This is an optimization exercise on Yosys and OpenROAD, whose aim is small area and a short achievable clock period, not a production implementation. In this exercise RTL edits were held to simulation tests only and were not proved equivalent to the original. No activity file was given, so power comes from the tool's default toggle rates.

==> flow/design.v (excerpt) <==
module next186_glue_top (
	input  wire         clk_cpu,
	input  wire         reset_i,
	input  wire  [15:0] status_i,
	input  wire  [16:0] ioctl_i,
	input  wire         bios_credit_i,
	input  wire  [39:0] joy_i,
	input  wire         joy_wr_i,
	output wire  [13:0] setup_o,
	output wire         sys_reset_o,
	output wire  [30:0] bios_o,
	output wire  [15:0] bios_checksum_o,
	output wire  [7:0]  gpio_o,
	output wire         cen_opl2_o,
	output wire         cen_audio_o
);
==> flow/config.mk <==
export PLATFORM = sky130hd
export DESIGN_NAME = next186_glue_top
export DESIGN_NICKNAME = next186_glue_top
export VERILOG_FILES = /design/flow/design.v
export SDC_FILE = /design/flow/constraint.sdc
export NUM_CORES = 4
export LEC_CHECK = 0
export CAP_MARGIN = 5
export CORE_MARGIN = 2
export CORE_UTILIZATION = 60
export SETUP_SLACK_MARGIN = 1.3
export SLEW_MARGIN = 5
export SYNTH_HIERARCHICAL = 1
export SYNTH_MINIMUM_KEEP_SIZE = 0
export TNS_END_PERCENT = 0
==> flow/constraint.sdc <==
create_clock -name core_clock -period 3.0 [get_ports {clk_cpu}]
set_input_delay 0.6000 -clock core_clock [delete_from_list [all_inputs] [get_ports {clk_cpu}]]
set_output_delay 0.6000 -clock core_clock [all_outputs]
set_load 0.01 [all_outputs]
standard.sh (not shown) runs the stock make flow with config.mk's settings and CLKGATE_MAP_FILE= SYNTH_SCRIPT=/design/flow/synth_recipe.tcl, a recipe that flattens the netlist after the stock synthesis.
==> flow/flow/run.sh <==
#!/bin/bash
set -e
export CTS_ARGS="-sink_clustering_enable -repair_clock_nets -dont_use_dummy_load -sink_clustering_size ${CTS_SIZE:-24} -sink_clustering_max_diameter ${CTS_DIAM:-80}"
export BUFFER_PORTS_ARGS="-buffer_cell sky130_fd_sc_hd__buf_1"
cp standard.sh standard_sh.txt
bash standard.sh > standard.log 2>&1
The starting point completed with no timing, DRC or antenna violations.
Change:
CAP_MARGIN = 10   (was 5)
SLEW_MARGIN = 10   (was 5)
TNS_END_PERCENT = 10   (was 0)
What happened:
- synthesized cell count is unchanged
- final area rose by 2.6%
- area after synthesis stays the same
- combinational power rose by about 2%
- clock-buffer cell count is unchanged
- via count rose by 0.53%
- clock power stays flat
Change:
PLACE_DENSITY = 0.72   (was not set)
The changed run passed the timing, design-rule and antenna checks.
Cell area drops by 1.8%.
Critical path depth is unchanged.
Synthesized cell count stays the same.
Power hardly moves.
Sequential power stays flat.
Final cell count drops by 1.0%.
Setup slack loses 0.066 ns.
Sequential cell count stays the same.
Synthesized area is unchanged.

## run 3
Another version of the RTL of next186_glue_top (not shown whole).
Size in the first run: about 4300 cells after synthesis, ~1200 flip-flops, about 150 I/O pins, roughly 0.047 mm^2 of cells after synthesis.
Design next186_glue_top, start of the top module:
module next186_glue_top (
	input  wire         clk_cpu,
	input  wire         reset_i,
	input  wire  [15:0] status_i,
	input  wire  [16:0] ioctl_i,
	input  wire         bios_credit_i,
	input  wire  [39:0] joy_i,
	input  wire         joy_wr_i,
	output wire  [13:0] setup_o,
	output wire         sys_reset_o,
	output wire  [30:0] bios_o,
	output wire  [15:0] bios_checksum_o,
	output wire  [7:0]  gpio_o,
	output wire         cen_opl2_o,
	output wire         cen_audio_o
);
export LEC_CHECK = 0
export CAP_MARGIN = 20
export CORE_MARGIN = 2
export CORE_UTILIZATION = 60
export SETUP_SLACK_MARGIN = 1.3
export SLEW_MARGIN = 20
export SYNTH_HIERARCHICAL = 1
export SYNTH_MINIMUM_KEEP_SIZE = 0
create_clock -name core_clock -period 3.0 [get_ports {clk_cpu}]
==> flow/flow/run.sh <==
#!/bin/bash
set -e
export CTS_ARGS="-sink_clustering_enable -repair_clock_nets -dont_use_dummy_load -sink_clustering_size ${CTS_SIZE:-24} -sink_clustering_max_diameter ${CTS_DIAM:-80}"
export BUFFER_PORTS_ARGS="-buffer_cell sky130_fd_sc_hd__buf_2"
cp standard.sh standard_sh.txt
bash standard.sh > standard.log 2>&1
Run 3 reached the final stage; the timing, design-rule and antenna checks on its layout passed.
Setup changes, run 3 to run 2
Settings: an added TNS_END_PERCENT of 10.
Global-route wire length before repair went down slightly going from run 3 to run 2.
Lower fmax goes to run 2 over run 3.
Higher critical path depth among run 2 and run 3: run 3
Looking at met2 layer usage reported by global route, run 2 sits 2.1 points below run 3.
Wire length on run 2 is ahead of run 3.

-- separate check: timing with driven ports --
How much do the figures lean on ideal ports? The routed layouts below were timed once more, with nothing changed but the port constraints.
Step 1: set_driving_cell puts a clkbuf_16 on clk_cpu and a buf_2 on each other input, an assumption about the parent block.
Step 2 adds t to the input delays and takes it off the output delays; t is the mean of the earliest and latest rising clock arrival at the registers after step 1. Input paths then give back, and output paths get back, about the clock's delay inside the block.
Three values: ideal ports, drivers, drivers and shift; two values: the first two.
run | shift t [ns] | setup WS [ns] | clock arrival spread, ns
the first run of note 1 | 0.724 | 0.610 / 0.610 / 0.150 | 0.041 / 0.041
the second run of note 1 | 0.718 | 0.829 / 0.829 / 0.134 | 0.047 / 0.047
the third run of note 1 | 0.709 | 0.763 / 0.763 / 0.285 | 0.090 / 0.091
run 3 | 0.710 | 0.807 / 0.807 / 0.568 | 0.051 / 0.050
run 2 | 0.718 | 0.732 / 0.732 / 0.492 | 0.054 / 0.053
After both steps setup and hold are still met in every run listed. For the second run of note 1, which loses most, drivers alone change the setup slack by 0.000 ns; drivers and shift together by -0.695 ns.
